This is an optimization exercise on Yosys and OpenROAD, whose aim is small area, a short achievable clock period and few clock cycles, not a production implementation. Function was not checked in any run shown here: the RTL went through the layout flow alone. Power figures rest on the tool's default switching activity, not on a simulated workload.

==> flow/design.v <==
`timescale 1ns/1ps
package lin_pkg;
    typedef logic [32-1:0] addr_t;
    typedef logic [32-1:0] data_t;
    typedef logic [4-1:0]   axi_id_t;
    typedef logic [16-1:0]  cnt_t;
    typedef logic [7:0]             burst_len_t;    
    typedef struct packed {
        addr_t addr;
        cnt_t  beats_left;     
        logic  is_bias;
    } rd_cmd_t;
    typedef struct packed {
        data_t data;
        logic  last;
    } fifo_word_t;
    typedef enum logic [3:0] {
        IDLE,
        READY,
        BIAS_CMD,
        BIAS_DATA,
        BIAS_ZERO,
        VEC_CMD,
        VEC_DATA,
        DONE
    } seq_state_t;
endpackage
`timescale 1ns/1ps
module lin_burst_issuer (
    input  logic                ACLK,
    input  logic                ARESETn,
    input  logic                linear_init,
    input  logic                start,         
    input  logic                has_bias,
    input  lin_pkg::addr_t      bias_address,
    input  lin_pkg::addr_t      input_address,
    input  lin_pkg::cnt_t       input_size,
    input  lin_pkg::cnt_t       input_num,
    input  lin_pkg::burst_len_t input_leng,
    input  logic                vec_pop,       
    input  logic                bias_free,     
    output logic                zero_push,     
    input  logic                axi_arready,
    output lin_pkg::axi_id_t    axi_arid,
    output lin_pkg::addr_t      axi_araddr,
    output lin_pkg::burst_len_t axi_arlen,
    output logic [2:0]          axi_arsize,
    output logic [1:0]          axi_arburst,
    output logic                axi_arvalid
);
    localparam int CRED = 32;    
    logic                 c_valid;
    logic                 c_bias;       
    logic                 c_first;      
    logic [29:0]          c_vaddr;      
    lin_pkg::cnt_t        c_rm1;        
    logic [4:0]           c_len;        
    lin_pkg::cnt_t        c_line;       
    logic [5:0]           avail;        
    logic [4:0]           leng;
    lin_pkg::cnt_t        size_m1;
    logic [4:0]           len0;
    logic                 line_last;    
    logic                 job_last;     
    lin_pkg::cnt_t        rm1_next;
    logic [29:0]          baddr;
    logic                 ar_free;
    logic                 move;
    logic                 cred_ok;
    logic [6:0]           avail_d;
    logic [4:0]           ar_len_q;
    logic [29:0]          ar_addr_q;
    assign leng      = input_leng[4:0];
    assign size_m1   = input_size - 1'b1;
    assign len0      = (size_m1 > 16'(leng)) ? leng : size_m1[4:0];
    assign line_last = (c_rm1 <= 16'(leng));
    assign job_last  = (c_line + 1'b1) == input_num;
    assign rm1_next  = c_rm1 - 16'(leng) - 1'b1;
    assign baddr     = bias_address[31:2] + 30'(c_line);
    assign avail_d = {1'b0, avail} - {2'b00, c_len} - 7'd1;    
    assign cred_ok = ~avail_d[6] | (vec_pop & (avail_d == 7'h7f));
    assign ar_free = ~axi_arvalid | axi_arready;
    assign move    = ar_free & c_valid &
                     (c_bias | (cred_ok & (has_bias | ~c_first | bias_free)));
    assign zero_push = move & ~c_bias & c_first & ~has_bias;
    always_ff @(posedge ACLK or negedge ARESETn) begin
        if (!ARESETn) begin
            c_valid     <= 1'b0;
            c_bias      <= 1'b0;
            c_first     <= 1'b0;
            axi_arvalid <= 1'b0;
            axi_arid    <= 4'd1;
            avail       <= 6'(CRED);
        end else if (linear_init) begin
            c_valid     <= 1'b0;
            c_bias      <= 1'b0;
            c_first     <= 1'b0;
            axi_arvalid <= 1'b0;
            axi_arid    <= 4'd1;
            avail       <= 6'(CRED);
        end else begin
            if (axi_arvalid & axi_arready) axi_arid <= axi_arid + 1'b1;
            if (start) axi_arvalid <= has_bias;    
            else if (ar_free) axi_arvalid <= move;
            avail <= ((move & ~c_bias) ? avail_d[5:0] : avail) + 6'(vec_pop);
            if (start) begin
                c_valid <= 1'b1;
                c_bias  <= 1'b0;
                c_first <= 1'b1;
            end else if (move) begin
                c_first <= 1'b0;
                if (c_bias) begin
                    c_bias  <= 1'b0;
                    c_first <= 1'b1;
                end else if (line_last) begin
                    if (job_last) c_valid <= 1'b0;
                    c_bias  <= has_bias;
                    c_first <= 1'b1;
                end
            end
        end
    end
    always_ff @(posedge ACLK) begin
        if (start) begin
            c_vaddr <= input_address[31:2];
            c_rm1   <= size_m1;
            c_len   <= len0;
            c_line  <= '0;
        end else if (move & ~c_bias) begin
            if (line_last) begin
                c_vaddr <= input_address[31:2];
                c_rm1   <= size_m1;
                c_len   <= len0;
                c_line  <= c_line + 1'b1;
            end else begin
                c_vaddr <= c_vaddr + 30'(leng) + 30'd1;
                c_rm1   <= rm1_next;
                c_len   <= (rm1_next > 16'(leng)) ? leng : rm1_next[4:0];
            end
        end
        if (start) begin
            ar_addr_q <= bias_address[31:2];
            ar_len_q  <= 5'd0;
        end else if (move) begin
            ar_addr_q <= c_bias ? baddr : c_vaddr;
            ar_len_q  <= c_bias ? 5'd0 : c_len;
        end
    end
    assign axi_araddr  = {ar_addr_q, 2'b00};
    assign axi_arlen   = {3'b000, ar_len_q};
    assign axi_arsize  = 3'(2);
    assign axi_arburst = 2'b01;
endmodule
`timescale 1ns/1ps
module lin_fetch_seq (
    input  logic                ACLK,
    input  logic                ARESETn,
    input  logic                linear_init,
    input  logic                bias_go,
    input  logic                input_go,
    input  logic                has_bias,
    input  lin_pkg::cnt_t       output_size,
    input  lin_pkg::cnt_t       input_size,
    input  lin_pkg::cnt_t       input_num,
    input  lin_pkg::data_t      axi_rdata,
    input  logic                axi_rvalid,
    output logic                axi_rready,
    output logic                linear_ready,
    output logic                job_done,
    output logic                start,
    output logic                vec_wr_valid,
    output logic                vec_wr_last,
    input  logic                zero_push,
    output logic                bias_free,
    input  logic                out_bias_ready,
    output logic                out_bias_valid,
    output lin_pkg::data_t      out_bias_data,
    output logic                out_bias_last
);
    logic          run;         
    logic          r_bias;      
    lin_pkg::cnt_t r_wcnt;      
    logic          line_end;    
    lin_pkg::cnt_t r_line;      
    logic          beat;
    logic          bias_beat;
    logic          job_end;
    logic          b_valid_n;
    logic          r_bias_n;
    assign start     = linear_ready & ~run & ~job_done & bias_go & input_go;
    assign beat      = axi_rvalid & axi_rready & run;
    assign bias_beat = beat & r_bias;
    assign vec_wr_valid = beat & ~r_bias;
    assign vec_wr_last = line_end;
    assign job_end   = (r_line + 1'b1) == input_num;
    assign bias_free = ~out_bias_valid | out_bias_ready;
    assign b_valid_n = (out_bias_valid & ~out_bias_ready) | bias_beat | zero_push;
    always_comb begin
        r_bias_n = r_bias;
        if (start) r_bias_n = has_bias;
        else if (bias_beat) r_bias_n = 1'b0;
        else if (vec_wr_valid & line_end & ~job_end) r_bias_n = has_bias;
    end
    always_ff @(posedge ACLK or negedge ARESETn) begin
        if (!ARESETn) begin
            linear_ready   <= 1'b0;
            run            <= 1'b0;
            job_done       <= 1'b0;
            r_bias         <= 1'b0;
            out_bias_valid <= 1'b0;
            axi_rready     <= 1'b1;
        end else if (linear_init) begin
            linear_ready   <= 1'b0;
            run            <= 1'b0;
            job_done       <= 1'b0;
            r_bias         <= 1'b0;
            out_bias_valid <= 1'b0;
            axi_rready     <= 1'b1;
        end else begin
            linear_ready   <= 1'b1;
            r_bias         <= r_bias_n;
            out_bias_valid <= b_valid_n;
            axi_rready     <= ~r_bias_n | ~b_valid_n;
            if (start) begin
                run <= 1'b1;
            end else if (vec_wr_valid & line_end & job_end) begin
                run      <= 1'b0;
                job_done <= 1'b1;
            end else if (job_done & ~bias_go & ~input_go) begin
                job_done <= 1'b0;
            end
        end
    end
    always_ff @(posedge ACLK) begin
        if (start) begin
            r_wcnt   <= input_size - 1'b1;
            line_end <= (input_size == 16'd1);
            r_line   <= '0;
        end else if (vec_wr_valid) begin
            if (line_end) begin
                r_wcnt   <= input_size - 1'b1;
                line_end <= (input_size == 16'd1);
                r_line   <= r_line + 1'b1;
            end else begin
                r_wcnt   <= r_wcnt - 1'b1;
                line_end <= (r_wcnt == 16'd1);
            end
        end
        if (bias_beat) begin
            out_bias_data <= axi_rdata;
            out_bias_last <= (r_line + 1'b1) == output_size;
        end else if (zero_push) begin
            out_bias_data <= '0;
            out_bias_last <= 1'b0;
        end
    end
endmodule
`timescale 1ns/1ps
module lin_sync_fifo #(
    parameter int WIDTH = 33,
    parameter int DEPTH = 31,
    parameter int PW    = 5
) (
    input  logic             ACLK,
    input  logic             ARESETn,
    input  logic             clr,
    input  logic             wr_valid,     
    input  logic [WIDTH-1:0] wr_data,
    output logic             rd_valid,
    output logic [WIDTH-1:0] rd_data,
    input  logic             rd_ready,
    output logic             pop
);
    logic [WIDTH-1:0] mem [DEPTH];
    logic [DEPTH-1:0] rd_sel;       
    logic [WIDTH-1:0] head;
    logic [PW-1:0]    wr_ptr;
    logic [PW-1:0]    rd_ptr;
    logic             wr_lap;
    logic             rd_lap;
    logic             arr_empty;
    logic             take;         
    logic [PW-1:0]    wr_inc;
    logic [PW-1:0]    rd_inc;
    logic             wr_wrap;
    logic             rd_wrap;
    assign arr_empty = (wr_ptr == rd_ptr) & (wr_lap == rd_lap);
    assign pop       = rd_valid & rd_ready;
    assign take      = ~rd_valid | rd_ready;
    assign wr_wrap   = (wr_ptr == PW'(DEPTH - 1));
    assign rd_wrap   = (rd_ptr == PW'(DEPTH - 1));
    assign wr_inc    = wr_wrap ? '0 : wr_ptr + 1'b1;
    assign rd_inc    = rd_wrap ? '0 : rd_ptr + 1'b1;
    always_ff @(posedge ACLK or negedge ARESETn) begin
        if (!ARESETn) begin
            wr_ptr   <= '0;
            rd_ptr   <= '0;
            wr_lap   <= 1'b0;
            rd_lap   <= 1'b0;
            rd_valid <= 1'b0;
        end else if (clr) begin
            wr_ptr   <= '0;
            rd_ptr   <= '0;
            wr_lap   <= 1'b0;
            rd_lap   <= 1'b0;
            rd_valid <= 1'b0;
        end else begin
            if (wr_valid) begin
                wr_ptr <= wr_inc;
                wr_lap <= wr_lap ^ wr_wrap;
            end
            if (take) begin
                rd_valid <= ~arr_empty | wr_valid;
                if (~arr_empty | wr_valid) begin
                    rd_ptr <= rd_inc;
                    rd_lap <= rd_lap ^ rd_wrap;
                end
            end
        end
    end
    always_ff @(posedge ACLK) begin
        if (wr_valid) mem[wr_ptr] <= wr_data;
    end
    always_comb begin
        head = '0;
        for (int i = 0; i < DEPTH; i++) begin
            rd_sel[i] = (rd_ptr == PW'(i));
            head = head | (mem[i] & {WIDTH{rd_sel[i]}});
        end
    end
    always_ff @(posedge ACLK) begin
        if (take) rd_data <= arr_empty ? wr_data : head;
    end
endmodule
`timescale 1ns/1ps
module lin_input_ctrl_top (
    input  logic                ACLK,
    input  logic                ARESETn,
    output lin_pkg::axi_id_t    axi_arid,
    output lin_pkg::addr_t      axi_araddr,
    output lin_pkg::burst_len_t axi_arlen,
    output logic [2:0]          axi_arsize,
    output logic [1:0]          axi_arburst,
    output logic                axi_arvalid,
    input  logic                axi_arready,
    input  lin_pkg::data_t      axi_rdata,
    input  logic                axi_rlast,
    input  logic                axi_rvalid,
    output logic                axi_rready,
    input  logic                out_bias_ready,
    output logic                out_bias_valid,
    output lin_pkg::data_t      out_bias_data,
    output logic                out_bias_last,
    input  logic                out_ready,
    output logic                out_valid,
    output lin_pkg::data_t      out_data,
    output logic                out_last,     
    input  logic                linear_init,
    output logic                linear_ready,
    input  logic                bias_go,
    output logic                bias_done,
    input  lin_pkg::addr_t      bias_address,
    input  lin_pkg::cnt_t       bias_size,
    input  lin_pkg::cnt_t       output_size,
    input  logic                input_go,
    output logic                input_done,
    input  lin_pkg::addr_t      input_address,
    input  lin_pkg::cnt_t       input_size,
    input  lin_pkg::cnt_t       input_num,
    input  lin_pkg::burst_len_t input_leng
);
    logic                has_bias;
    logic                start;
    logic                job_done;
    logic                vec_wr_valid;
    logic                vec_wr_last;
    logic                vec_pop;
    logic                zero_push;
    logic                bias_free;
    assign has_bias   = (bias_size != '0);
    assign bias_done  = job_done;
    assign input_done = job_done;
    lin_burst_issuer u_issuer (
        .ACLK          (ACLK),
        .ARESETn       (ARESETn),
        .linear_init   (linear_init),
        .start         (start),
        .has_bias      (has_bias),
        .bias_address  (bias_address),
        .input_address (input_address),
        .input_size    (input_size),
        .input_num     (input_num),
        .input_leng    (input_leng),
        .vec_pop       (vec_pop),
        .bias_free     (bias_free),
        .zero_push     (zero_push),
        .axi_arready   (axi_arready),
        .axi_arid      (axi_arid),
        .axi_araddr    (axi_araddr),
        .axi_arlen     (axi_arlen),
        .axi_arsize    (axi_arsize),
        .axi_arburst   (axi_arburst),
        .axi_arvalid   (axi_arvalid)
    );
    lin_fetch_seq u_seq (
        .ACLK           (ACLK),
        .ARESETn        (ARESETn),
        .linear_init    (linear_init),
        .bias_go        (bias_go),
        .input_go       (input_go),
        .has_bias       (has_bias),
        .output_size    (output_size),
        .input_size     (input_size),
        .input_num      (input_num),
        .axi_rdata      (axi_rdata),
        .axi_rvalid     (axi_rvalid),
        .axi_rready     (axi_rready),
        .linear_ready   (linear_ready),
        .job_done       (job_done),
        .start          (start),
        .vec_wr_valid   (vec_wr_valid),
        .vec_wr_last    (vec_wr_last),
        .zero_push      (zero_push),
        .bias_free      (bias_free),
        .out_bias_ready (out_bias_ready),
        .out_bias_valid (out_bias_valid),
        .out_bias_data  (out_bias_data),
        .out_bias_last  (out_bias_last)
    );
    lin_sync_fifo #(.WIDTH(32 + 1), .DEPTH(31), .PW(5)) u_vec_fifo (
        .ACLK     (ACLK),
        .ARESETn  (ARESETn),
        .clr      (linear_init),
        .wr_valid (vec_wr_valid),
        .wr_data  ({vec_wr_last, axi_rdata}),
        .rd_valid (out_valid),
        .rd_data  ({out_last, out_data}),
        .rd_ready (out_ready),
        .pop      (vec_pop)
    );
endmodule
==> flow/flow/run.sh <==
#!/bin/bash
# Standard layout, except that the port buffers are buf_2 cells instead of
# the default clkdlybuf4s50_1. The make output goes to flow_make.log here;
# ORFS keeps each step's own log under orfs/logs/.
set -euo pipefail
export BUFFER_PORTS_ARGS="-buffer_cell sky130_fd_sc_hd__buf_2"
bash standard.sh > flow_make.log 2>&1
==> flow/standard.sh <==
#!/bin/bash
# synth_recipe.tcl (not shown) runs the flow's synth.tcl, then flattens the netlist and writes it again
# the make line also repeats each setting of config.mk as NAME=value (left out here)
make -C /OpenROAD-flow-scripts/flow DESIGN_CONFIG=/design/flow/config.mk WORK_HOME=/design/flow/orfs CLKGATE_MAP_FILE= SYNTH_SCRIPT=/design/flow/synth_recipe.tcl "${@:-finish}"
==> flow/config.mk <==
export PLATFORM = sky130hd
export DESIGN_NAME = lin_input_ctrl_top
export DESIGN_NICKNAME = lin_input_ctrl_top
export VERILOG_FILES = /design/flow/design.v
export SDC_FILE = /design/flow/constraint.sdc
export NUM_CORES = 4
export LEC_CHECK = 0
export CAP_MARGIN = 20
export CORE_MARGIN = 2
export CORE_UTILIZATION = 40
export SETUP_SLACK_MARGIN = 3.0
export SLEW_MARGIN = 20
==> flow/constraint.sdc <==
create_clock -name core_clock -period 5.5 [get_ports {ACLK}]
set_input_delay 1.1000 -clock core_clock [delete_from_list [all_inputs] [get_ports {ACLK}]]
set_output_delay 1.1000 -clock core_clock [all_outputs]
set_load 0.01 [all_outputs]
==> results of run 1 <==
==> placed cells by master, fill, tap and decap left out, types with 66 or more instances in the layout <==
master,n
a21oi_1,87
a221oi_2,74
a22o_1,105
a22oi_1,254
buf_12,66
buf_2,273
buf_4,300
buf_6,80
clkbuf_16,150
edfxtp_1,1187
nand2_1,104
nand4_1,123
nor2_1,170
nor2_4,71
xnor2_1,86
xor2_1,86
==> where the power goes <==
group	internal [uW]	switching, uW
clock network	5030	3840
logic	953	1640
registers	10700	108
total	16700	5590
==> sequential cells by signal (all words and copies together) (netlist names), 4 cells and up <==
| register | cells |
|---|---|
| u_vec_fifo.mem | 1023 |
| u_issuer.c_vaddr | 30 |
| u_issuer.c_line | 16 |
| u_issuer.ar_len_q | 5 |
| u_issuer.c_rm1 | 16 |
| u_seq.r_wcnt | 16 |
| u_vec_fifo.rd_data | 33 |
| u_vec_fifo.rd_ptr | 5 |
| u_seq.out_bias_data | 32 |
| u_issuer.c_len | 5 |
| u_seq.r_line | 16 |
| u_issuer.avail | 6 |
| u_issuer.ar_addr_q | 30 |
| u_issuer.axi_arid | 4 |
| u_vec_fifo.wr_ptr | 5 |
==> final cells by class <==
type	count	area (um2)
multi-input cells	1932	16000
well taps	1662	2080
clock inverters	66	701
repair inverters	1	7.51
fillers	10293	60600
inverters	57	249
repair buffers	762	6720
clock buffers	169	3550
flip-flops and latches	1257	37300
diodes	4	10.0
==> critical path, delay by kind of cell, from the launching register on <==
kind / cells / cell delay, ns
mux: 2 / 0.48
compound gates: 6 / 1.05
flops: 1 / 0.46
buf+inv: 1 / 0.10
fa+ha+maj: 3 / 0.80
simple gates: 4 / 0.46
==> cells in the mapped netlist (7+ instances only) <==
library cell  instances
a211oi_1             12
a21o_1                9
a21oi_1             135
a221oi_1            106
a222oi_1             33
a22o_1              108
a22oi_1             262
and2_1               40
and3_1               25
and4_1                9
buf_1                20
buf_4                13
clkbuf_1            139
dfrtp_1              30
dfxtp_1              37
edfxtp_1           1187
ha_1                 59
inv_1                56
mux2i_1              28
nand2_1             127
nand2b_1             16
nand3_1              58
nand3b_1              7
nand4_1             123
nor2_1              238
nor2b_1              14
nor3_1               73
nor4_1               26
o211ai_1              8
o21a_1               13
o21ai_0              74
o22ai_1               8
or3_1                17
xnor2_1              93
xor2_1               88
==> repair_timing <==
| action | 4_1_cts | 5_1_grt |
|---|---|---|
| setup buffers | 226 | 138 |
| gates resized for setup | 333 | 221 |
| hold buffers | 0 | 0 |
| gates cloned | 17 | 23 |
| setup endpoints to repair | 1128 | 540 |
| pin swaps | 160 | 171 |
==> logic make-up (layout without fill, tap and decap cells) <==
group / Yosys count / count (layout) / synth area share
DFF: 1257 / 1257 / 0.728
AOI/OAI and AO/OA: 820 / 820 / 0.118
and+or+nand+nor: 808 / 824 / 0.0800
buffers and inverters: 238 / 1055 / 0.0190
xor gates and xnor gates: 181 / 181 / 0.0310
adders and majority gates: 63 / 63 / 0.0160
muxes: 34 / 34 / 0.00681
other: 2 / 14 / 0.000147
==> routing by layer <==
| layer | GRT usage | vias up |
|---|---|---|
| li1 | - | 15132 |
| met1 | 0.358 | 18285 |
| met2 | 0.421 | 2443 |
| met3 | 0.0665 | 535 |
| met4 | 0.108 | 20 |
| met5 | 0 | - |
==> per-stage QoR <==
| step | setup slack, ns | hold slack, ns | power (uW) | utilization | area, um2 |
|---|---|---|---|---|---|
| after CTS | 2.08 | 0.435 | 22100 | 0.503 | 64000 |
| final | 2.08 | 0.472 | 22300 | 0.524 | 66600 |
| after global routing | 1.84 | 0.505 | 22900 | 0.524 | 66600 |
| after global placement | 1.11 | 0.459 | 12900 | 0.439 | 55900 |
| after floorplan | 1.55 | 0.461 | 12000 | - | 52200 |
| after detailed placement | 1.11 | 0.460 | 12900 | 0.439 | 55900 |
==> worst max path at each step <==
stage          depth (start not counted)           endpoint  slack [ns]               from
6_report                              16  u_issuer.avail[5]        2.08  u_issuer.c_len[0]
5_1_grt                               16  u_issuer.avail[5]        1.84  u_issuer.c_len[0]
4_1_cts                               16  u_issuer.avail[5]        2.08  u_issuer.c_len[0]
3_5_place_dp                          15  u_issuer.c_len[1]        1.11      input_leng[0]
3_3_place_gp                          15  u_issuer.c_len[1]        1.11      input_leng[0]
2_1_floorplan                         15  u_issuer.c_len[1]        1.55      input_leng[0]
==> metrics.md, run 1 <==
| Metric | Value |
|---|---|
| DRT Pass-1 Iters | 9 |
| P per Cell Area | 335 nW/um2 |
| Slew at the pin closest to its max-slew limit | 0.970 ns |
| Slew Viols, Final | 0 |
| Min-Delay Path Class | in2async |
| Drt total wl | 188,000 um |
| Max Buffers Root-to-Sink | 3 |
| I/O pin total | 300 |
| Crit-path cells | inv_1, ha_2, fa_2, and4_1, o211a_1, a221oi_2, nand3b_1, mux2_4, ha_4, nand3_4, nor3_4, a311o_1, a22oi_2, o21ai_1, o21a_1, mux2i_1 |
| Layout cells sized above 1 | 0.334 |
| Worst EP arrival | 4.11 ns |
| Crit path kind | reg2reg |
| GP Congestion | 0.849 |
| Syn Area/Cell | 15.0 um2 |
| Fin Setup TNS | 0 ns |
| DR WL met3 | 22,200 um |
| Minimum clock period | 3.42 ns |
| Distinct cell type count after synthesis | 82 |
| Die width | 361 um |
| CTS Root Cell | clkbuf_16 |
| Die footprint | 131,000 um2 |
| Worst-path fanout max | 3 |
| Top Layer Used | met5 |
| Peak supply drop | 0.000356 V |
| Critical R2R Capture | u_issuer.avail[5] |
| Total congestion overflow | 0 |
| Synth area leaders | edfxtp_1, a22oi_1, a22o_1 |
| Final Skew | 0.0335 ns |
| First-pass GRT wire length | 250,000 um |
| Unrepaired setup endpoints after global routing | true |
| Starting Density | 0.402 |
| Die height | 361 um |
| Slew Limit Headroom | 0.353 |
| Seq/Total Area, Yosys | 0.728 |
| Total GRT Usage | 0.268 |
| Pleak | 0.0228 uW |
| ANT nets after route | 0 |
| Yosys top cell by area | edfxtp_1 |
| Cts bufs inserted | 133 |
| Cell count after synthesis | 3,403 |
| Post-synth ARST share | 0.0263 |
| Register bit count reported by yosys | 1,257 |
| # placed instances | 5,267 |
| CTS Sinks | 1,257 |
| Post-synth top area share | 0.698 |
| FF-to-FF path depth | 16 |
| 1st-iter DRT viols | 5,293 |
| Met2 wire length | 85,900 um |
| Post-Syn Area | 51,100 um2 |
| Final Non-Filler Cells | 5,910 |
| Fin nets | 4,385 |
| Endpoint type of the worst setup path | flip-flop |
| Port Buffers | 281 |
| Clk slew on worst S/H paths | 0.06 ns |
| Vias in the first global route | 33,721 |
| DPL Wire Length | 96,400 um |
| CP max stage delay | 0.46 ns |
| Reg-to-Reg Start | u_issuer.c_len[0] |
| Clk Latency, worst-skew pair | 0.79 ns |
| Initial antenna violation count | 16 |
| Final hold vios | 0 |
| CP Launch Type | flip-flop |
| F_max | 292 MHz |
| CTS tree | yes |
| Area delta synth->final | 30.4% |
| Post-synth EDFFs | 1,187 |
| Via Count | 36,415 |
| Setup violators final | 0 |
| Outcome | no timing/DRC/antenna violations |
| Wl on met1 | 70,400 um |
| Worst path slowest cell | edfxtp_1 |
| Synth Flop Type | edfxtp_1 |
| R2R setup slack | 2.08 ns |
| H-tree depth | 4 |
| Routed len/inst | 31.8 um |
| Core area | 127,000 um2 |
| Vias per cell | 6.16 |
| Pin count of the biggest net entering global routing | 61 |
| Synthesis warning total | 3 |
| # rows | 131 |
| Final period util | 0.622 |
| Maxcap violations | 0 |
| Post-route DRC | 0 |
| Crit path required time | 6.19 ns |
==> run 2: changes to the inputs <==
--- a/flow/design.v
+++ b/flow/design.v
@@ -67,7 +67,6 @@
     logic                 ar_free;
     logic                 move;
     logic                 cred_ok;
-    logic [6:0]           avail_d;
     logic [4:0]           ar_len_q;
     logic [29:0]          ar_addr_q;
     assign leng      = input_leng[4:0];
@@ -77,8 +76,7 @@
     assign job_last  = (c_line + 1'b1) == input_num;
     assign rm1_next  = c_rm1 - 16'(leng) - 1'b1;
     assign baddr     = bias_address[31:2] + 30'(c_line);
-    assign avail_d = {1'b0, avail} - {2'b00, c_len} - 7'd1;    
-    assign cred_ok = ~avail_d[6] | (vec_pop & (avail_d == 7'h7f));
+    assign cred_ok = (avail > {1'b0, c_len}) | (vec_pop & (avail == {1'b0, c_len}));
     assign ar_free = ~axi_arvalid | axi_arready;
     assign move    = ar_free & c_valid &
                      (c_bias | (cred_ok & (has_bias | ~c_first | bias_free)));
@@ -102,7 +100,7 @@
             if (axi_arvalid & axi_arready) axi_arid <= axi_arid + 1'b1;
             if (start) axi_arvalid <= has_bias;    
             else if (ar_free) axi_arvalid <= move;
-            avail <= ((move & ~c_bias) ? avail_d[5:0] : avail) + 6'(vec_pop);
+            avail <= avail + 6'(vec_pop) - ((move & ~c_bias) ? 6'(c_len) + 6'd1 : 6'd0);
             if (start) begin
                 c_valid <= 1'b1;
                 c_bias  <= 1'b0;
@@ -180,10 +178,10 @@
     logic          run;         
     logic          r_bias;      
     lin_pkg::cnt_t r_wcnt;      
-    logic          line_end;    
     lin_pkg::cnt_t r_line;      
     logic          beat;
     logic          bias_beat;
+    logic          line_end;
     logic          job_end;
     logic          b_valid_n;
     logic          r_bias_n;
@@ -191,6 +189,7 @@
     assign beat      = axi_rvalid & axi_rready & run;
     assign bias_beat = beat & r_bias;
     assign vec_wr_valid = beat & ~r_bias;
+    assign line_end  = (r_wcnt == '0);
     assign vec_wr_last = line_end;
     assign job_end   = (r_line + 1'b1) == input_num;
     assign bias_free = ~out_bias_valid | out_bias_ready;
@@ -233,17 +232,14 @@
     end
     always_ff @(posedge ACLK) begin
         if (start) begin
-            r_wcnt   <= input_size - 1'b1;
-            line_end <= (input_size == 16'd1);
-            r_line   <= '0;
+            r_wcnt <= input_size - 1'b1;
+            r_line <= '0;
         end else if (vec_wr_valid) begin
             if (line_end) begin
-                r_wcnt   <= input_size - 1'b1;
-                line_end <= (input_size == 16'd1);
-                r_line   <= r_line + 1'b1;
+                r_wcnt <= input_size - 1'b1;
+                r_line <= r_line + 1'b1;
             end else begin
-                r_wcnt   <= r_wcnt - 1'b1;
-                line_end <= (r_wcnt == 16'd1);
+                r_wcnt <= r_wcnt - 1'b1;
             end
         end
         if (bias_beat) begin
==> flow/run.sh (new file) <==
#!/bin/bash
# synth_recipe.tcl (not shown) runs the flow's synth.tcl, then flattens the netlist and writes it again
# the make line also repeats each setting of config.mk as NAME=value (left out here)
make -C /OpenROAD-flow-scripts/flow DESIGN_CONFIG=/design/flow/config.mk WORK_HOME=/design/flow/orfs CLKGATE_MAP_FILE= SYNTH_SCRIPT=/design/flow/synth_recipe.tcl finish
removed: flow/flow/run.sh
removed: flow/standard.sh
==> run 2 against run 1 <==
Still clean. Register-to-register slack gained 0.27 ns. Design area up 1.6%. Critical path depth decreased by 8. Combinational power up 18%. Synthesized area increased by 0.50%. Via count about the same. Total power up 0.78%. Sequential power is essentially flat. Clock skew decreased by 0.0079 ns. Global-route usage is 0.42 points higher. Clock power down 3.9%. Non-clock buffer count is 38 lower. Critical path type is now in2reg. Largest cell class unchanged. Highest routed layer unchanged.
==> metrics.md, run 2 <==
| Metric | Value |
|---|---|
| Outcome | no timing/DRC/antenna violations (unchanged) |
| Endpoint type of the worst setup path | flip-flop (unchanged) |
| Most common cell in the netlist | edfxtp_1 (unchanged) |
| Worst hold slack | 0.436 ns (was 0.472 ns) |
| Compound-Gate Fraction of Synth Area | 0.119 (was 0.118) |
| Post-synth ARST share | 0.0263 (about the same) |
| Most frequent cells in the layout | edfxtp_1, buf_4, a22oi_1, nor2_1, clkbuf_16 (was edfxtp_1, buf_4, buf_2, a22oi_1, nor2_1) |
| CTS tree | yes (unchanged) |
| Seq/Total Area, Yosys | 0.724 (was 0.728) |
| Worst EP arrival | 3.66 ns (was 4.11 ns) |
| Design area | 67,700 um2 (was 66,600 um2) |
| Routed len/inst | 31.8 um (about the same) |
| # rows | 131 (unchanged) |
| Synth Flop Type | edfxtp_1 (unchanged) |
| Max FFs per register | 1,023 (unchanged) |
| Multi-input gate area | 16,500 um2 (was 16,000 um2) |
| Distinct cell type count after synthesis | 92 (was 82) |
| F_max | 316 MHz (was 292 MHz) |
| P per Cell Area | 332 nW/um2 (was 335 nW/um2) |
| Fill cell count | 10,274 (was 10,293) |
| Cts bufs inserted | 135 (was 133) |
| Clk slew on worst S/H paths | 0.06 ns (about the same) |
| I/O pin total | 300 (unchanged) |
| Final period util | 0.575 (was 0.622) |
| Top cells by count, synth | edfxtp_1, a22oi_1, nor2_1 (unchanged) |
| Synth area leaders | edfxtp_1, a22oi_1, a22o_1 (unchanged) |
| Via Count | 36,380 (was 36,415) |
| Register bit count reported by yosys | 1,256 (was 1,257) |
| Clk Latency, worst-skew pair | 0.76 ns (was 0.79 ns) |
| Commonest non-fill, non-tap cell in the layout | edfxtp_1 (unchanged) |
| CTS Sinks | 1,256 (was 1,257) |
| Synth Area in Simple Gates | 0.0806 (was 0.0800) |
| Area delta synth->final | 31.8% (was 30.4%) |
| Vias per cell | 6.21 (was 6.16) |
| Cell count after synthesis | 3,406 (was 3,403) |
| Crit path required time | 6.00 ns (was 6.19 ns) |
| Unrepaired setup endpoints after global routing | true (unchanged) |
| Post-synth EDFFs | 1,186 (was 1,187) |
| Fin Setup TNS | 0 ns (unchanged) |
| Final Skew | 0.0256 ns (was 0.0335 ns) |
| Core area | 128,000 um2 (was 127,000 um2) |
| Drt total wl | 187,000 um (was 188,000 um) |
| Max Buffers Root-to-Sink | 3 (unchanged) |
| Post-synth top area share | 0.694 (was 0.698) |
| Total GRT Usage | 0.273 (was 0.268) |
| First-pass GRT wire length | 255,000 um (was 250,000 um) |
| GP Congestion | 0.807 (was 0.849) |
| Starting Density | 0.403 (was 0.402) |
| Pleak | 0.0226 uW (was 0.0228 uW) |
| Total congestion overflow | 0 (unchanged) |
| Port Buffers | 281 (unchanged) |
| Worst path slowest cell | clkdlybuf4s50_1 (was edfxtp_1) |
| CP max stage delay | 0.54 ns (was 0.46 ns) |
| Die width | 362 um (was 361 um) |
| DRT Pass-1 Iters | 8 (was 9) |
| Synthesis warning total | 3 (unchanged) |
| Initial antenna violation count | 12 (was 16) |
| Pin count of the biggest net entering global routing | 46 (was 61) |
| Register with the most flip-flops | u_vec_fifo.mem (unchanged) |
| Worst-path fanout max | 5 (was 3) |
| Largest family of logic cells by synthesized area | compound AO/OA/AOI/OAI gates (unchanged) |
| Die height | 362 um (was 361 um) |
| Yosys top cell by area | edfxtp_1 (unchanged) |
| Fin nets | 4,350 (was 4,385) |
| Post-Syn Area | 51,300 um2 (was 51,100 um2) |
| CP Launch Type | primary input (was flip-flop) |
| Crit-path cells | clkdlybuf4s50_1, nor4_1, nand4_1, xor2_2, nor4bb_1, o2111a_2, a21oi_2, a221o_1 (was inv_1, ha_2, fa_2, and4_1, o211a_1, a221oi_2, nand3b_1, mux2_4, ha_4, nand3_4, nor3_4, a311o_1, a22oi_2, o21ai_1, o21a_1, mux2i_1) |
| Syn Area/Cell | 15.1 um2 (was 15.0 um2) |
| Slew Limit Headroom | 0.256 (was 0.353) |
| Post-route DRC | 0 (unchanged) |
| Vias in the first global route | 34,508 (was 33,721) |
| Layout cells sized above 1 | 0.294 (was 0.334) |
| FF-to-FF path depth | 17 (was 16) |
| Maxcap violations | 0 (unchanged) |
| Mux share of post-synthesis cell area | 0.00816 (was 0.00681) |
| 1st-iter DRT viols | 5,035 (was 5,293) |
| DP Area | 57,800 um2 (was 55,900 um2) |
| Overall power | 22,500 uW (was 22,300 uW) |
| Setup violators final | 0 (unchanged) |
| DPL Wire Length | 95,900 um (was 96,400 um) |
| CTS Hold Buffers Added | 0 (unchanged) |
| Post-Synth XOR/XNOR Area | 0.0311 (was 0.0310) |
| Largest registers | u_vec_fifo.mem (1023), u_vec_fifo.rd_data (33), u_seq.out_bias_data (32) (unchanged) |
| Min-Delay Path Class | in2async (unchanged) |
| Adder-cell share of the synthesized area | 0.0179 (was 0.0160) |
| Peak supply drop | 0.000240 V (was 0.000356 V) |
| ANT nets after route | 0 (unchanged) |
| Slew at the pin closest to its max-slew limit | 1.11 ns (was 0.970 ns) |
| Slew Viols, Final | 0 (unchanged) |
| Register area | 37,200 um2 (was 37,300 um2) |
| Final hold vios | 0 (unchanged) |
| H-tree depth | 4 (unchanged) |
| CTS Root Cell | clkbuf_16 (unchanged) |
| Crit path kind | in2reg (was reg2reg) |
| Minimum clock period | 3.16 ns (was 3.42 ns) |
| Die footprint | 131,000 um2 (about the same) |
run 2: changes by cell type after synthesis, sizes merged, moves of 7 or more:
cell | before | now
xor2 | 88 | 76
nor2 | 238 | 252
ha | 59 | 67
and2 | 41 | 50
nor4 | 27 | 20
a2111oi | 1 | 8
a21oi | 136 | 129
and3 | 26 | 33
xnor2 | 93 | 104
a31oi | 4 | 11
nand2 | 127 | 96
o21ai | 76 | 44
run 2: path summary, 6_finish.rpt:
path                                 startpoint              endpoint  slack [ns]
max                              input_size[11]     u_issuer.c_len[3]        2.34
min                                     ARESETn  u_issuer.axi_arid[2]        0.44
max reg2reg                   u_issuer.c_len[3]     u_issuer.avail[5]        2.35
min reg2reg                u_issuer.ar_len_q[1]  u_issuer.ar_len_q[1]        0.49
max in group asynchronous               ARESETn  u_vec_fifo.rd_ptr[1]        4.46
min in group core_clock    u_issuer.ar_len_q[1]  u_issuer.ar_len_q[1]        0.49
run 2: final cells by class:
| class | instances | area share |
|---|---|---|
| well taps | 1662 | 0.0307 |
| repair inverters | 2 | 0.000536 |
| diodes | 2 | 0.0000740 |
| clock buffers | 176 | 0.0525 |
| repair buffers | 724 | 0.110 |
| flip-flops and latches | 1256 | 0.550 |
| clock inverters | 57 | 0.00727 |
| inverters | 54 | 0.00396 |
| multi-input cells | 1928 | 0.245 |
run 2: kinds of logic after synthesis:
| kind of cell | after synthesis |
|---|---|
| buffers and inverters | 236 |
| AOI/OAI and AO/OA | 812 |
| muxes | 41 |
| and+or+nand+nor | 807 |
| adders and majority gates | 71 |
| DFF | 1256 |
| xor gates and xnor gates | 181 |
| other | 2 |
run 2: where the power goes:
part           internal, uW  total [uW]  switching (uW)
Clock                  4730        8520            3790
Combinational          1300        3060            1760
Sequential            10800       10900             134
run 2: stage by stage:
step	instances	worst slack [ns]	util
after global placement	5281	0.715	0.453
after CTS	5760	2.35	0.516
after floorplan	3414	1.79	-
final	5861	2.34	0.531
after detailed placement	5281	0.675	0.453
after global routing	5860	2.23	0.531
run 2: critical path, delay by kind of cell:
family,cells,cell delay [ns]
AOI/OAI and AO/OA,3,0.73
and+or+nand+nor,3,0.98
xor gates and xnor gates,1,0.30
buffers and inverters,1,0.54
run 2: repair_timing:
action / CTS / global route
buffers inserted: 230 / 89
endpoints found under the hold margin: 0 / 0
resized for setup: 837 / 286
cloned: 16 / 10
setup endpoints to repair: 1422 / 989
pin swaps: 169 / 178
run 2: per-layer routing:
layer / routed length, um / vias up / GRT usage
li1: - / 15066 / -
met1: 69100 / 18577 / 0.357
met2: 88600 / 2327 / 0.449
met3: 21300 / 398 / 0.0578
met4: 7530 / 12 / 0.0969
met5: 73 / - / 0
==> run 3: changes to the inputs <==
--- a/flow/design.v
+++ b/flow/design.v
@@ -56,7 +56,7 @@
     lin_pkg::cnt_t        c_rm1;        
     logic [4:0]           c_len;        
     lin_pkg::cnt_t        c_line;       
-    logic [5:0]           avail;        
+    logic [6:0]           spare;        
     logic [4:0]           leng;
     lin_pkg::cnt_t        size_m1;
     logic [4:0]           len0;
@@ -67,6 +67,7 @@
     logic                 ar_free;
     logic                 move;
     logic                 cred_ok;
+    logic [4:0]           len_nxt;      
     logic [4:0]           ar_len_q;
     logic [29:0]          ar_addr_q;
     assign leng      = input_leng[4:0];
@@ -76,7 +77,10 @@
     assign job_last  = (c_line + 1'b1) == input_num;
     assign rm1_next  = c_rm1 - 16'(leng) - 1'b1;
     assign baddr     = bias_address[31:2] + 30'(c_line);
-    assign cred_ok = (avail > {1'b0, c_len}) | (vec_pop & (avail == {1'b0, c_len}));
+    assign c_vaddr   = c_first ? input_address[31:2] : ar_addr_q + 30'(ar_len_q) + 30'd1;
+    assign cred_ok = ~spare[6] | (vec_pop & (spare == 7'h7f));
+    assign len_nxt = line_last ? len0 :
+                     (rm1_next > 16'(leng)) ? leng : rm1_next[4:0];
     assign ar_free = ~axi_arvalid | axi_arready;
     assign move    = ar_free & c_valid &
                      (c_bias | (cred_ok & (has_bias | ~c_first | bias_free)));
@@ -88,19 +92,29 @@
             c_first     <= 1'b0;
             axi_arvalid <= 1'b0;
             axi_arid    <= 4'd1;
-            avail       <= 6'(CRED);
+            spare       <= 7'(CRED - 1);
+            c_len       <= '0;
         end else if (linear_init) begin
             c_valid     <= 1'b0;
             c_bias      <= 1'b0;
             c_first     <= 1'b0;
             axi_arvalid <= 1'b0;
             axi_arid    <= 4'd1;
-            avail       <= 6'(CRED);
+            spare       <= 7'(CRED - 1);
+            c_len       <= '0;
         end else begin
             if (axi_arvalid & axi_arready) axi_arid <= axi_arid + 1'b1;
             if (start) axi_arvalid <= has_bias;    
             else if (ar_free) axi_arvalid <= move;
-            avail <= avail + 6'(vec_pop) - ((move & ~c_bias) ? 6'(c_len) + 6'd1 : 6'd0);
+            if (start) begin
+                spare <= spare + 7'(vec_pop) + 7'(c_len) - 7'(len0);
+                c_len <= len0;
+            end else if (move & ~c_bias) begin
+                spare <= spare + 7'(vec_pop) - 7'(len_nxt) - 7'd1;
+                c_len <= len_nxt;
+            end else begin
+                spare <= spare + 7'(vec_pop);
+            end
             if (start) begin
                 c_valid <= 1'b1;
                 c_bias  <= 1'b0;
@@ -120,20 +134,14 @@
     end
     always_ff @(posedge ACLK) begin
         if (start) begin
-            c_vaddr <= input_address[31:2];
             c_rm1   <= size_m1;
-            c_len   <= len0;
             c_line  <= '0;
         end else if (move & ~c_bias) begin
             if (line_last) begin
-                c_vaddr <= input_address[31:2];
                 c_rm1   <= size_m1;
-                c_len   <= len0;
                 c_line  <= c_line + 1'b1;
             end else begin
-                c_vaddr <= c_vaddr + 30'(leng) + 30'd1;
                 c_rm1   <= rm1_next;
-                c_len   <= (rm1_next > 16'(leng)) ? leng : rm1_next[4:0];
             end
         end
         if (start) begin
@@ -178,10 +186,10 @@
     logic          run;         
     logic          r_bias;      
     lin_pkg::cnt_t r_wcnt;      
+    logic          line_end;    
     lin_pkg::cnt_t r_line;      
     logic          beat;
     logic          bias_beat;
-    logic          line_end;
     logic          job_end;
     logic          b_valid_n;
     logic          r_bias_n;
@@ -189,7 +197,6 @@
     assign beat      = axi_rvalid & axi_rready & run;
     assign bias_beat = beat & r_bias;
     assign vec_wr_valid = beat & ~r_bias;
-    assign line_end  = (r_wcnt == '0);
     assign vec_wr_last = line_end;
     assign job_end   = (r_line + 1'b1) == input_num;
     assign bias_free = ~out_bias_valid | out_bias_ready;
@@ -232,14 +239,17 @@
     end
     always_ff @(posedge ACLK) begin
         if (start) begin
-            r_wcnt <= input_size - 1'b1;
-            r_line <= '0;
+            r_wcnt   <= input_size - 1'b1;
+            line_end <= (input_size == 16'd1);
+            r_line   <= '0;
         end else if (vec_wr_valid) begin
             if (line_end) begin
-                r_wcnt <= input_size - 1'b1;
-                r_line <= r_line + 1'b1;
+                r_wcnt   <= input_size - 1'b1;
+                line_end <= (input_size == 16'd1);
+                r_line   <= r_line + 1'b1;
             end else begin
-                r_wcnt <= r_wcnt - 1'b1;
+                r_wcnt   <= r_wcnt - 1'b1;
+                line_end <= (r_wcnt == 16'd1);
             end
         end
         if (bias_beat) begin
==> flow/flow/run.sh (new file) <==
#!/bin/bash
# Standard layout, except that the port buffers are buf_2 cells instead of
# the default clkdlybuf4s50_1. The make output goes to flow_make.log here;
# ORFS keeps each step's own log under orfs/logs/.
set -euo pipefail
export BUFFER_PORTS_ARGS="-buffer_cell sky130_fd_sc_hd__buf_2"
bash standard.sh > flow_make.log 2>&1
==> flow/standard.sh (new file) <==
#!/bin/bash
# synth_recipe.tcl (not shown) runs the flow's synth.tcl, then flattens the netlist and writes it again
# the make line also repeats each setting of config.mk as NAME=value (left out here)
make -C /OpenROAD-flow-scripts/flow DESIGN_CONFIG=/design/flow/config.mk WORK_HOME=/design/flow/orfs CLKGATE_MAP_FILE= SYNTH_SCRIPT=/design/flow/synth_recipe.tcl "${@:-finish}"
--- a/flow/config.mk
+++ b/flow/config.mk
@@ -8,5 +8,6 @@
 export CAP_MARGIN = 20
 export CORE_MARGIN = 2
 export CORE_UTILIZATION = 40
+export CTS_BUF_LIST = sky130_fd_sc_hd__clkbuf_4 sky130_fd_sc_hd__clkbuf_8
 export SETUP_SLACK_MARGIN = 3.0
 export SLEW_MARGIN = 20
removed: flow/run.sh
==> run 3 against run 2 <==
First-iteration DRC count increased by 3.4%. Clock skew increased by 0.012 ns. Sequential share of layout area increased by 0.11 points. Global-route usage increased by 0.20 points. Worst setup slack got worse by 1.4 ns. Final cell count increased by 3.7%. Critical path type unchanged. Design area decreased by 2.5%. Critical path depth increased by 13.
==> metrics.md, run 3 <==
| Metric | Value |
|---|---|
| Outcome | no timing/DRC/antenna violations (unchanged) |
| Top cells by count, synth | edfxtp_1, a22oi_1, nor2_1 (unchanged) |
| Slew at the pin closest to its max-slew limit | 0.983 ns (was 1.11 ns) |
| Max Buffers Root-to-Sink | 3 (unchanged) |
| Initial antenna violation count | 8 (was 12) |
| Design area | 66,000 um2 (was 67,700 um2) |
| Worst hold slack | 0.247 ns (was 0.436 ns) |
| Slew Limit Headroom | 0.345 (was 0.256) |
| Core area | 126,000 um2 (was 128,000 um2) |
| Worst-path fanout max | 7 (was 5) |
| Fin Setup TNS | 0 ns (unchanged) |
| DPL Wire Length | 98,300 um (was 95,900 um) |
| Port Buffers | 281 (unchanged) |
| I/O pin total | 300 (unchanged) |
| First-pass GRT wire length | 256,000 um (was 255,000 um) |
| ANT nets after route | 0 (unchanged) |
| Pleak | 0.0225 uW (was 0.0226 uW) |
| Cell count after synthesis | 3,470 (was 3,406) |
| Synthesis warning total | 3 (unchanged) |
| Setup violators final | 0 (unchanged) |
| Die width | 360 um (was 362 um) |
| Minimum clock period | 4.55 ns (was 3.16 ns) |
| Post-synth top area share | 0.681 (was 0.694) |
| Fin nets | 4,522 (was 4,350) |
| Clk Latency, worst-skew pair | 0.90 ns (was 0.76 ns) |
| Post-synth ARST share | 0.0318 (was 0.0263) |
| Overall power | 21,200 uW (was 22,500 uW) |
| Die height | 360 um (was 362 um) |
| Total congestion overflow | 0 (unchanged) |
| Post-Syn Area | 50,800 um2 (was 51,300 um2) |
| Seq/Total Area, Yosys | 0.715 (was 0.724) |
| Area delta synth->final | 29.9% (was 31.8%) |
| Yosys top cell by area | edfxtp_1 (unchanged) |
| Worst EP arrival | 5.37 ns (was 3.66 ns) |
| F_max | 220 MHz (was 316 MHz) |
| CTS Root Cell | clkbuf_8 (was clkbuf_16) |
| DP Area | 55,800 um2 (was 57,800 um2) |
| Synth area leaders | edfxtp_1, a22oi_1, a22o_1 (unchanged) |
| CP Launch Type | primary input (unchanged) |
| Post-synth EDFFs | 1,152 (was 1,186) |
| Final worst slack | 0.951 ns (was 2.34 ns) |
| Worst slack at placement | -0.0265 ns (was 0.675 ns) |
| Syn Area/Cell | 14.6 um2 (was 15.1 um2) |
| Starting Density | 0.404 (was 0.403) |
| Distinct cell type count after synthesis | 82 (was 92) |
| Commonest non-fill, non-tap cell in the layout | edfxtp_1 (unchanged) |
| Routed len/inst | 30.8 um (was 31.8 um) |
| Endpoint type of the worst setup path | flip-flop (unchanged) |
| Die footprint | 130,000 um2 (was 131,000 um2) |
| Pin count of the biggest net entering global routing | 68 (was 46) |
| Synth Flop Type | edfxtp_1 (unchanged) |
| P per Cell Area | 322 nW/um2 (was 332 nW/um2) |
| Vias per cell | 6.06 (was 6.21) |
| CTS Sinks | 1,228 (was 1,256) |
| Fill cell count | 10,332 (was 10,274) |
| H-tree depth | 4 (unchanged) |
| Maxcap violations | 0 (unchanged) |
| Clk slew on worst S/H paths | 0.06 ns (about the same) |
| Drt total wl | 187,000 um (about the same) |
| Post-route DRC | 0 (unchanged) |
| CTS tree | yes (unchanged) |
| Min-Delay Path Class | in2async (unchanged) |
| Register bit count reported by yosys | 1,228 (was 1,256) |
| Cts bufs inserted | 198 (was 135) |
| Crit path kind | in2reg (unchanged) |
| Max FFs per register | 1,023 (unchanged) |
| # rows | 130 (was 131) |
| Total GRT Usage | 0.275 (was 0.273) |
| Most frequent cells in the layout | edfxtp_1, buf_4, a22oi_1, buf_2, clkbuf_8 (was edfxtp_1, buf_4, a22oi_1, nor2_1, clkbuf_16) |
| Final Skew | 0.0378 ns (was 0.0256 ns) |
| Unrepaired setup endpoints after global routing | true (unchanged) |
| Crit path required time | 6.32 ns (was 6.00 ns) |
| Final hold vios | 0 (unchanged) |
| Slew Viols, Final | 0 (unchanged) |
| Most common cell in the netlist | edfxtp_1 (unchanged) |
| Final period util | 0.827 (was 0.575) |
| Peak supply drop | 0.000262 V (was 0.000240 V) |
| Via Count | 36,852 (was 36,380) |
| Largest registers | u_vec_fifo.mem (1023), u_vec_fifo.rd_data (33), u_seq.out_bias_data (32) (unchanged) |
| GP Congestion | 0.867 (was 0.807) |
| 1st-iter DRT viols | 5,205 (was 5,035) |
| DRT Pass-1 Iters | 8 (unchanged) |
| Layout cells sized above 1 | 0.356 (was 0.294) |
| Vias in the first global route | 35,264 (was 34,508) |
| Register with the most flip-flops | u_vec_fifo.mem (unchanged) |
==> run 3: area by class of cell <==
class / instances / area, um2 / area share
diodes: 3 / 7.51 / 0.000114
clock buffers: 270 / 3300 / 0.0500
clock inverters: 87 / 579 / 0.00878
inverters: 77 / 319 / 0.00483
multi-input cells: 1999 / 16500 / 0.250
flip-flops and latches: 1228 / 36400 / 0.552
well taps: 1650 / 2060 / 0.0313
repair buffers: 763 / 6800 / 0.103
repair inverters: 2 / 12.5 / 0.000190
==> run 3: critical path: stages <==
cell      delay (ns)
buf_2           0.14
or4_4           0.57
nand2_4         0.13
ha_4            0.21
nand4b_1        0.09
o211a_1         0.17
o211ai_2        0.11
nor4_4          0.18
nand2_2         0.18
buf_4           0.22
mux2_2          0.31
fa_1            0.48
inv_1           0.04
ha_1            0.28
o21ai_1         0.11
a21boi_1        0.11
o21ai_1         0.16
nor3b_2         0.18
nor3_1          0.07
or3_1           0.37
a21oi_2         0.15
==> run 3: metal layers <==
metal | vias to the layer above | global-route usage | part of all wire
li1 | 15492 | - | -
met1 | 18389 | 0.361 | 0.37
met2 | 2492 | 0.447 | 0.47
met3 | 473 | 0.0643 | 0.12
met4 | 6 | 0.0955 | 0.044
met5 | - | 0 | 0.00064
==> run 3: through the flow <==
step / std cells / utilization
2_1_floorplan: 3478 / -
3_3_place_gp: 5351 / 0.443
3_5_place_dp: 5351 / 0.443
6_report: 6079 / 0.524
4_1_cts: 5954 / 0.506
5_1_grt: 6077 / 0.524
==> run 3: logic make-up (layout without fill, tap and decap cells) <==
logic type / Yosys count / count (layout) / synth area share
AND/OR/NAND/NOR: 829 / 837 / 0.0839
multiplexers: 18 / 18 / 0.00369
adder cells (fa/ha/maj): 75 / 75 / 0.0198
XOR/XNOR: 172 / 172 / 0.0302
buffers and inverters: 259 / 1199 / 0.0205
flip-flops: 1228 / 1228 / 0.715
AO/OA/AOI/OAI: 887 / 887 / 0.127
other: 2 / 13 / 0.000148
==> run 3: final timing paths <==
path | startpoint | endpoint | slack, ns | cells past startpoint
worst max-delay path | input_size[3] | u_issuer.spare[6] | 0.95 | 21
worst min-delay path | ARESETn | u_issuer.axi_arid[3] | 0.25 | 2
worst max register to register | u_issuer.c_rm1[0] | u_issuer.spare[6] | 1.00 | 24
worst min register to register | u_issuer.ar_len_q[0] | u_issuer.ar_len_q[0] | 0.52 | 2
max in group asynchronous | ARESETn | u_vec_fifo.rd_ptr[3] | 4.78 | 2
min in group core_clock | axi_arready | u_issuer.axi_arid[1] | 0.49 | 3
==> run 3: what timing repair did <==
| action | in CTS | in global routing |
|---|---|---|
| endpoints found under the hold margin | 0 | 0 |
| buffers inserted | 230 | 113 |
| cloned | 16 | 9 |
| pin swaps | 167 | 187 |
| hold buffers | 0 | 0 |
| resized for setup | 398 | 245 |
| setup endpoints to repair | 1252 | 423 |
==> run 3: power by group <==
part | leakage (uW) | switching [uW] | internal (uW)
registers | 0.0112 | 103 | 10500
clock network | 0.00204 | 3740 | 4130
logic | 0.00930 | 1660 | 1130

static timing again, ports no longer ideal:
How much do the figures lean on ideal ports? The routed layouts below were timed once more, with nothing changed but the port constraints.
Step 1 assumes that a clkbuf_16 drives the clock port and a buf_2 every other input.
Step 2, shift: input delay + t, output delay - t, t = (earliest + latest rising clock arrival at the registers) / 2. This alone moves slack from input paths to output paths.
a / b / c = no drivers / after step 1 / after step 2; a / b = the first two.
| run | shift t [ns] | setup WS [ns] | worst setup path at the end | latest minus earliest clock arrival (ns) | worst slew at a driven data input, ns |
|---|---|---|---|---|---|
| run 1 | 0.838 | 2.078 / 2.078 / 1.327 | input to register | 0.044 / 0.044 | 0.17 |
| run 2 | 0.822 | 2.336 / 2.320 / 1.498 | input to register | 0.029 / 0.028 | 0.14 |
| run 3 | 0.959 | 0.951 / 1.000 / 0.048 | input to register | 0.047 / 0.046 | 0.10 |
After both steps every run listed still meets setup and hold. For run 3, which loses most, drivers alone change the setup slack by +0.049 ns; drivers and shift together by -0.903 ns.
